Source: an optimization exercise on an open RTL-to-GDS flow (aim: small area and a short achievable clock period). Production flows keep margins and buffers that such runs may drop. No run shown here included a check of the RTL's function; only the layout flow was run. No activity file was given, so power comes from the tool's default toggle rates.

==> design/flow/design.v <==
module pool2x2_stream #(
    parameter int DATA_W   = 16,
    parameter int MAX_COLS = 256,
    parameter int DIM_W    = 9
) (
    input  logic                     pclk,
    input  logic                     rst,
    input  logic [DIM_W-1:0]         cfg_cols,
    input  logic [DIM_W-1:0]         cfg_rows,
    input  logic                     cfg_avg,
    input  logic                     in_valid,
    input  logic                     in_sof,
    input  logic signed [DATA_W-1:0] in_data,
    output logic                     out_valid,
    output logic signed [DATA_W-1:0] out_data,
    output logic                     out_eol,
    output logic                     out_eof,
    output logic                     cfg_err
);
    localparam int DEPTH  = MAX_COLS / 2;
    localparam int ADDR_W = (DEPTH > 1) ? $clog2(DEPTH) : 1;
    localparam logic [DIM_W:0] MAX_COLS_W = (DIM_W+1)'(MAX_COLS);
    logic                     ok_q, avg_q, err_q, small_q;
    logic [DIM_W-1:0]         cm1_q, rm1_q;       
    logic [DIM_W-1:0]         crem_q, rrem_q;     
    logic                     c_odd_q, c_last_q, c_eol_q;
    logic                     r_odd_q, r_last_q, r_eof_q;
    logic [ADDR_W-1:0]        wa_q, ra_q, wa_w_q;
    logic                     we_q;
    logic                     out_vld_q, out_eol_q, out_eof_q;
    logic signed [DATA_W-1:0] out_dat_q;
    logic signed [DATA_W+1:0] t_q;                
    logic signed [DATA_W:0]   h_q;                
    logic signed [DATA_W:0]   b_q;                
    logic signed [DATA_W:0]   mem [DEPTH];
    logic                     sof, acc, cfg_legal;
    logic signed [DATA_W:0]   b_e;
    logic signed [DATA_W+1:0] inx, bx, r_sum, r_max, r, t_sum, t_max;
    assign cfg_legal = (cfg_cols >= DIM_W'(2)) && (cfg_rows >= DIM_W'(2)) &&
                       ({1'b0, cfg_cols} <= MAX_COLS_W);
    always_comb begin
        sof   = in_valid && in_sof;
        acc   = in_valid && !in_sof;
        inx   = (DATA_W+2)'(in_data);
        b_e   = small_q ? h_q : b_q;
        bx    = (DATA_W+2)'(b_e);
        r_sum = t_q + inx;
        r_max = ($signed(t_q[DATA_W-1:0]) > in_data) ? (DATA_W+2)'($signed(t_q[DATA_W-1:0])) : inx;
        r     = avg_q ? r_sum : r_max;
        t_sum = inx + bx;
        t_max = ($signed(b_e[DATA_W-1:0]) > in_data) ? (DATA_W+2)'($signed(b_e[DATA_W-1:0])) : inx;
    end
    always_ff @(posedge pclk or posedge rst) begin
        if (rst) begin
            ok_q      <= 1'b0;
            err_q     <= 1'b0;
            out_vld_q <= 1'b0;
        end else begin
            out_vld_q <= acc && ok_q && c_odd_q && r_odd_q;
            if (sof) begin
                ok_q  <= cfg_legal;
                err_q <= !cfg_legal;
            end
        end
    end
    always_ff @(posedge pclk) begin
        if (sof) begin
            avg_q    <= cfg_avg;
            small_q  <= cfg_cols < DIM_W'(4);
            cm1_q    <= cfg_cols - DIM_W'(1);
            rm1_q    <= cfg_rows - DIM_W'(1);
            crem_q   <= cfg_cols - DIM_W'(2);
            c_odd_q  <= 1'b1;
            c_last_q <= cfg_cols == DIM_W'(2);
            c_eol_q  <= cfg_cols < DIM_W'(4);
            rrem_q   <= cfg_rows - DIM_W'(1);
            r_odd_q  <= 1'b0;
            r_last_q <= cfg_rows == DIM_W'(1);
            r_eof_q  <= cfg_rows < DIM_W'(3);
            wa_q     <= '0;
            ra_q     <= '0;
        end else if (acc) begin
            if (c_last_q) begin
                crem_q   <= cm1_q;
                c_odd_q  <= 1'b0;
                c_last_q <= cm1_q == '0;
                c_eol_q  <= cm1_q < DIM_W'(2);
                wa_q     <= '0;
                ra_q     <= '0;
                if (r_last_q) begin
                    rrem_q   <= rm1_q;
                    r_odd_q  <= 1'b0;
                    r_last_q <= rm1_q == '0;
                    r_eof_q  <= rm1_q < DIM_W'(2);
                end else begin
                    rrem_q   <= rrem_q - DIM_W'(1);
                    r_odd_q  <= !r_odd_q;
                    r_last_q <= rrem_q == DIM_W'(1);
                    r_eof_q  <= rrem_q < DIM_W'(3);
                end
            end else begin
                crem_q   <= crem_q - DIM_W'(1);
                c_odd_q  <= !c_odd_q;
                c_last_q <= crem_q == DIM_W'(1);
                c_eol_q  <= crem_q < DIM_W'(3);
                if (c_odd_q) wa_q <= wa_q + ADDR_W'(1);
                if (r_odd_q && !c_odd_q) ra_q <= ra_q + ADDR_W'(1);
            end
        end
    end
    always_ff @(posedge pclk) begin
        out_dat_q <= avg_q ? DATA_W'(r >>> 2) : DATA_W'(r);
        out_eol_q <= c_eol_q;
        out_eof_q <= c_eol_q && r_eof_q;
        if (sof || (in_valid && !c_odd_q)) begin
            t_q <= (sof || !r_odd_q) ? inx : (avg_q ? t_sum : t_max);
        end
        if (acc && c_odd_q && !r_odd_q) begin
            h_q <= (DATA_W+1)'(r);
        end
        we_q   <= acc && c_odd_q && !r_odd_q;
        wa_w_q <= wa_q;
        b_q    <= mem[ra_q];
    end
    always_ff @(posedge pclk) begin
        if (we_q) begin
            mem[wa_w_q] <= h_q;
        end
    end
    assign out_valid = out_vld_q;
    assign out_data  = out_dat_q;
    assign out_eol   = out_eol_q;
    assign out_eof   = out_eof_q;
    assign cfg_err   = err_q;
endmodule
==> design/flow/run.sh <==
#!/bin/bash
# synth_recipe.tcl (not shown) runs the flow's synth.tcl, then flattens the netlist and writes it again
# the make line also repeats each setting of config.mk as NAME=value (left out here)
make -C /OpenROAD-flow-scripts/flow DESIGN_CONFIG=/design/flow/config.mk WORK_HOME=/design/flow/orfs CLKGATE_MAP_FILE= SYNTH_SCRIPT=/design/flow/synth_recipe.tcl finish
==> design/flow/config.mk <==
export PLATFORM = sky130hd
export DESIGN_NAME = pool2x2_stream
export DESIGN_NICKNAME = pool2x2_stream
export VERILOG_FILES = /design/flow/design.v
export SDC_FILE = /design/flow/constraint.sdc
export NUM_CORES = 4
export LEC_CHECK = 0
export CAP_MARGIN = 20
export CORE_MARGIN = 2
export CORE_UTILIZATION = 40
export SLEW_MARGIN = 20
==> design/flow/constraint.sdc <==
create_clock -name core_clock -period 5.3 [get_ports {pclk}]
set_input_delay 1.0600 -clock core_clock [delete_from_list [all_inputs] [get_ports {pclk}]]
set_output_delay 1.0600 -clock core_clock [all_outputs]
set_load 0.01 [all_outputs]
==> reports/qor.txt, run 1 <==
Vias in the first global route: 45300
Antenna viol nets, final: 0
Clk buf depth: 3
Async SR Flop Fraction: 0.130%
Via count: 45300
Flop-to-flop setup slack: 1040 ps
Cell Area, Synth: 0.0922 mm2
Max stage delay on crit path: 910 ps
XOR/XNOR Fraction of Synth Area: 0.627%
Clock Pin Slew Worst Setup and Hold Paths: 60 ps
Placed wire-length estimate after detailed placement: 138000 um
Fraction of layout cells with a size suffix above 1: 28.0%
Final setup TNS: 0 ps
Max-slew violations: 0
Compound-Gate Fraction of Synth Area: 2.34%
Primary FF master, synth: edfxtp_1
CP Capture Type: flop
Max_cap viols: 0
I/O pin cnt: 59
Final worst path period share: 80.3%
DRT Wirelength: 230000 um
Fin nets: 4814
Initial Util: 40.2%
Worst vdd ir: 0.301 mV
Initial antenna violation count: 14
Crit path DAT: 4850 ps
Hold-fix buffers, CTS: 0
Worst-Skew Late Latency: 880 ps
Mux contribution to synthesized area: 17.0%
Leakage: 31.8 nW
Number of cells on the worst reg-to-reg path: 10
Crit-path cells: buf_4 > mux2_2 > ha_1 > o211ai_1 > a2111oi_0 > or4_1 > mux2i_2 > o21ai_1 > a22oi_1 > o211ai_1
Final Skew: 43.6 ps
Die height: 484 um
Setup crit start: small_q
Sink Count: 2315
Most frequent cells in the layout: edfxtp_1 (2253), mux4_2 (626), clkbuf_16 (225), buf_4 (212), nor2_1 (141)
Yosys warns: 1
Worst Hold Class: in -> async
Hold Fails Final Rpt: 0
Row count: 176
Die Wd: 484 um
Seq cells post-synth: 2315
Fin area: 0.105 mm2
Post-synth EDFFs: 2253
Fmax: 0.235 GHz
# DRC: 0
Layout area overhead: 14.0%
Commonest non-fill, non-tap cell in the layout: edfxtp_1
CTS tree: done
Slowest cell on crit path: edfxtp_1
CP Class: reg -> reg
Worst slew margin: 22.4%
Placer Congestion: 0.878
Post-CTS Setup Bufs: 0
Crit start category: flop
Simple-gate share of the synthesized area: 2.68%
Fin crit period: 4260 ps
Run status: timing/DRC/antenna clean
GR Util All Layers: 19.5%
Worst reg2reg startpoint: small_q
FILL cells: 19000
Wire per inst: 29.1 um
Largest net degree at the start of global routing: 105
Setup-failing EPs final: 0
DR iter-0 viols: 5506
Core ar.: 0.230 mm2
Post-Synth Adder-Cell Area: 1.12%
Vias/cell: 5.72
Syn_area_per_cell: 21.0 um2
Netlist cell types: 75
Cell count after synthesis: 4401
Port-buffer cells: 58
Root Driver: clkbuf_16
Global-route wire length before repair: 332000 um
# H-tree levels: 4
Power Density: 356 mW/mm2
Num CTS Buffers: 222
CP Max Fanout: 15
Hold Slack: 367 ps
Critical Path RT: 5900 ps
Syn_nets: 4521
Crit path top cell by count: o211ai_1
TritonRoute pass-1 iters: 6
Sequential area share after synthesis: 74.7%
Unrepaired setup endpoints after global routing: no
# resized after CTS: 0
Die Area: 0.234 mm2
Actual slew at the worst max-slew pin: 1160 ps
Placed Area: 0.0979 mm2
GRT Residual Overflow: 0
Largest family of logic cells by synthesized area: multiplexers
## where the power goes
part           internal [W]  switching [W]
Combinational      0.000499       0.000943
Sequential           0.0203      0.0000971
Clock               0.00875        0.00688
## layer usage
layer	up-vias	track usage, %	share of wire [%]
li1	18900	-	-
met1	24400	27.9	43
met2	1649	30.8	47
met3	336	3.10	6.7
met4	8	6.11	3.0
met5	-	0	0.023
## critical path: cells and delay by family (launching register included)
family | cells | cell delay (ps)
AO/OA/AOI/OAI | 5 | 1410
flip-flops | 1 | 910
multiplexers | 2 | 760
adder cells (fa/ha/maj) | 1 | 400
buffers and inverters | 1 | 260
AND/OR/NAND/NOR | 1 | 220
## final cells by class
type / count / area (um2) / share of cell area, %
diodes: 2 / 5.00 / 0.00476
clock buffers: 276 / 5860 / 5.58
clock inverters: 141 / 1320 / 1.25
inverters: 65 / 244 / 0.232
multi-input cells: 1797 / 22300 / 21.3
flip-flops and latches: 2315 / 68900 / 65.6
well taps: 3026 / 3790 / 3.60
repair buffers: 293 / 2610 / 2.49
## per-stage QoR
step	utilization (%)	setup slack [ps]	instances	power [W]
after floorplan	-	759	4401	0.0216
after global placement	42.6	662	7494	0.0221
after detailed placement	42.6	672	7495	0.0222
after CTS	45.7	1110	7912	0.0377
after global routing	45.8	811	7913	0.0385
final	45.8	1040	7915	0.0374
## synthesized netlist by cell type, drive strengths merged, types with 15 or more instances
cell	number	area [um2]
a211oi	31	233
a21oi	96	480
buf	136	851
clkbuf	88	330
dfxtp	59	1180
edfxtp	2253	67700
ha	79	988
inv	64	240
mux2	38	428
mux2i	109	1090
mux4	627	14100
nand2	103	387
nand2b	15	93.8
nand3	24	120
nand4	16	106
nor2	253	950
nor2b	35	219
nor3	46	230
o21ai	59	295
o22ai	24	150
xnor2	32	280
xor2	34	298
## flip-flops by register name, summed over array words and instances, names as in the netlist, 7 cells and up
| name | cells |
|---|---|
| wa_w_q | 7 |
| out_dat_q | 16 |
| crem_q | 9 |
| cm1_q | 9 |
| ra_q | 7 |
| h_q | 17 |
| mem | 2176 |
| rm1_q | 9 |
| rrem_q | 9 |
| b_q | 17 |
| wa_q | 7 |
| t_q | 18 |
## worst paths after layout
kind | endpoint
max | t_q[16]
min | ok_q
max reg2reg | t_q[16]
min reg2reg | wa_w_q[5]
max in group asynchronous | out_vld_q
min in group core_clock | wa_w_q[5]
## kinds of logic after synthesis
logic type | after synthesis
multiplexers | 774
XOR/XNOR | 66
AO/OA/AOI/OAI | 331
adder cells (fa/ha/maj) | 81
AND/OR/NAND/NOR | 545
buffers and inverters | 289
flip-flops | 2315
==> run 2, diff against run 1 <==
--- a/design/flow/config.mk
+++ b/design/flow/config.mk
@@ -5,7 +5,9 @@
 export SDC_FILE = /design/flow/constraint.sdc
 export NUM_CORES = 4
 export LEC_CHECK = 0
+export ABC_CLOCK_PERIOD_IN_PS = 2500
 export CAP_MARGIN = 20
 export CORE_MARGIN = 2
-export CORE_UTILIZATION = 40
+export CORE_UTILIZATION = 55
+export SETUP_SLACK_MARGIN = 2.6
 export SLEW_MARGIN = 20
==> reports/qor.txt, run 2 <==
Crit-path cells: buf_12 > mux2_4 > ha_4 > nor2b_1 > o211ai_1 > a2111oi_4 > or4_4 > mux2i_4 > o21ai_4 > buf_6 > a22oi_2 > o21ai_1
Row count: 150 (-15%)
DRT Wirelength: 246000 um (+7.0%)
Fin nets: 5057 (+5.0%)
Regs by FF count: mem x2176, t_q x18
Actual slew at the worst max-slew pin: 1110 ps (-46.2 ps)
Via count: 47100 (+4.1%)
GR Util All Layers: 29.0% (+9.5 points)
Layout area overhead: 18.5%
Cell Area, Synth: 0.0922 mm2 (unchanged)
Num CTS Buffers: 230 (+3.6%)
Initial antenna violation count: 5 (-9)
CP Capture Type: flop
Sink Count: 2315 (unchanged)
Largest net degree at the start of global routing: 113 (+7.6%)
Seq cells post-synth: 2315 (unchanged)
Placer Congestion: 0.873 (-0.58%)
Hold Slack: 359 ps (-7.96 ps)
Hold Fails Final Rpt: 0 (unchanged)
CTS tree: done
Count leader, synth: edfxtp_1
Synth cell count leaders: edfxtp_1 (2253), mux4_2 (626), nor2_1 (253)
Most frequent cells in the layout: edfxtp_1 (2253), mux4_2 (626), buf_4 (328), clkbuf_16 (241), nor2_1 (114)
CP Class: reg -> reg
Worst slew margin: 25.7% (+3.3 points)
Antenna viol nets, final: 0 (unchanged)
Clk buf depth: 3 (unchanged)
# H-tree levels: 4 (unchanged)
Sequential area share after synthesis: 74.7% (unchanged)
Final worst path period share: 63.8% (-16 points)
Critical Path RT: 5890 ps (about the same)
Reg with most FFs: mem
Synth area leader: edfxtp_1
Wire per inst: 33.6 um (+15%)
Hold-fix buffers, CTS: 0 (unchanged)
Fraction of layout cells with a size suffix above 1: 35.7% (+7.7 points)
Die Area: 0.171 mm2 (-27%)
Max reg flops: 2176 (unchanged)
Ranking of synthesized cells by area: edfxtp_1 (73%), mux4_2 (15%), dfxtp_1 (1.3%)
Slowest cell on crit path: or4_4
Final setup TNS: 0 ps (unchanged)
Primary FF master, synth: edfxtp_1
RR Endpoint: t_q[15]
Post-synth EDFFs: 2253 (unchanged)
Async SR Flop Fraction: 0.130% (unchanged)
Commonest non-fill, non-tap cell in the layout: edfxtp_1
Setup-failing EPs final: 0 (unchanged)
Initial Util: 55.3% (+15 points)
Netlist cell types: 75 (unchanged)
CP Max Fanout: 8 (-7)
TritonRoute pass-1 iters: 5 (-1)
Yosys warns: 1 (unchanged)
Fmax: 0.296 GHz (+26%)
Final Skew: 28.1 ps (-15.5 ps)
DR iter-0 viols: 6242 (+13%)
Vias in the first global route: 46100 (+1.8%)
Worst vdd ir: 0.368 mV (+22%)
Diode count: 0 (-2)
Power Density: 347 mW/mm2 (-2.4%)
Root Driver: clkbuf_16
GRT Residual Overflow: 0 (unchanged)
Leakage: 33.9 nW (+6.5%)
Max stage delay on crit path: 460 ps (-450 ps)
Cell count after synthesis: 4401 (unchanged)
Global-route wire length before repair: 346000 um (+4.4%)
Crit start category: flop
Vias/cell: 6.42 (+12%)
Worst reg2reg startpoint: small_q
Crit path DAT: 3980 ps (-870 ps)
Max_cap viols: 0 (unchanged)
Fin crit period: 3380 ps (-874 ps)
Core ar.: 0.167 mm2 (-27%)
Placed wire-length estimate after detailed placement: 141000 um (+2.3%)
Worst Hold Class: in -> async
Syn_nets: 4521 (unchanged)
Worst-Skew Late Latency: 880 ps (about the same)
Unrepaired setup endpoints after global routing: yes
Clock Pin Slew Worst Setup and Hold Paths: 70 ps (about the same)
Run status: timing/DRC/antenna clean
Port-buffer cells: 58 (unchanged)
Flop-to-flop setup slack: 1920 ps (+870 ps)
Die height: 413 um (-15%)
Final Power: 0.0379 W (+1.4%)
I/O pin cnt: 59 (unchanged)
Max-slew violations: 0 (unchanged)
Syn_area_per_cell: 21.0 um2 (unchanged)
Share of the synthesized area in the top cell type: 73.4% (unchanged)
Number of cells on the worst reg-to-reg path: 12 (+2)
Die Wd: 413 um (-15%)
# DRC: 0 (unchanged)
==> run 2: timing repair <==
item / 4_1_cts / 5_1_grt
cloned: 26 / 8
setup endpoints to repair: 775 / 285
pin swaps: 56 / 60
buffers inserted: 102 / 96
resized for setup: 341 / 153
==> run 2: critical path: cells and delay by family (launching register included) <==
| kind | cells | cell delay [ps] |
|---|---|---|
| buffers and inverters | 2 | 380 |
| AND/OR/NAND/NOR | 2 | 590 |
| flip-flops | 1 | 450 |
| multiplexers | 2 | 600 |
| adder cells (fa/ha/maj) | 1 | 230 |
| AO/OA/AOI/OAI | 5 | 870 |
==> run 2: area by class of cell <==
type	count	area (um2)
inverter	65	264
fill	11000	57600
tap	2204	2760
sequential	2315	68900
clock buffer	298	6130
clock inverter	132	1150
multi-input combinational	1797	24100
timing repair buffer	528	5900
==> run 2: where the power goes <==
group	internal (W)	switching (W)	leakage [nW]	total (W)
registers	0.0203	0.000108	20.8	0.0204
logic	0.000701	0.00108	9.57	0.00178
clock network	0.00889	0.00690	3.56	0.0158
==> run 2: logic make-up after synthesis <==
family          share of synthesized area [%]
mux                                      17.0
xor+xnor                                0.627
simple gates                             2.68
fa+ha+maj                                1.12
flops                                    74.7
compound gates                           2.34
buf+inv                                  1.55
==> run 2: stage by stage <==
step | cells | util (%) | instance area (um2) | worst slack (ps)
6_report | 7339 | 65.5 | 109000 | 1920
3_5_place_dp | 6677 | 58.2 | 97200 | 660
4_1_cts | 7235 | 64.5 | 108000 | 1970
5_1_grt | 7339 | 65.5 | 109000 | 1840
2_1_floorplan | 4401 | - | 92600 | 923
3_3_place_gp | 6672 | 58.2 | 97100 | 789
==> run 2: per-layer routing <==
layer | vias to the layer above | global-route usage, % | part of all wire, %
li1 | 19400 | - | -
met1 | 25300 | 44.0 | 42
met2 | 2116 | 44.0 | 47
met3 | 341 | 4.83 | 8.4
met4 | 2 | 8.76 | 3.0
met5 | - | 0 | 0.0053
==> run 2: how the worst max path moves through the flow <==
stage	slack (ps)	from	depth (start not counted)	to
after floorplan	920	h_q[15]	12	t_q[13]
after global placement	790	in_data[15]	11	t_q[15]
after detailed placement	660	in_data[15]	11	t_q[15]
after CTS	1970	small_q	12	t_q[16]
after global routing	1840	small_q	13	t_q[15]
final	1920	small_q	12	t_q[15]

## what the ideal ports hide
Ports are ideal in the flow. The routed layouts listed here were re-timed in OpenROAD. Step 1, drivers: a clkbuf_16 drives pclk and a buf_2 each remaining input, both assumed. Step 2 moves the port delays by t, midway between the first and last clock arrival at a register: inputs arrive t later, outputs are due t later. That takes back most of the time a late clock gives input paths. a / b / c = ideal ports / drivers / drivers and shift; a / b = the first two.
| run | shift t [ns] | slack for setup (ns) | worst setup path after step 2 |
|---|---|---|---|
| run 1 | 0.959 | 1.042 / 1.042 / 0.592 | input to register |
| run 2 | 0.953 | 1.917 / 1.917 / 1.427 | input to register |
After both steps every run listed still meets setup and hold. For run 2, which loses most, drivers alone change the setup slack by 0.000 ns; drivers and shift together by -0.490 ns.
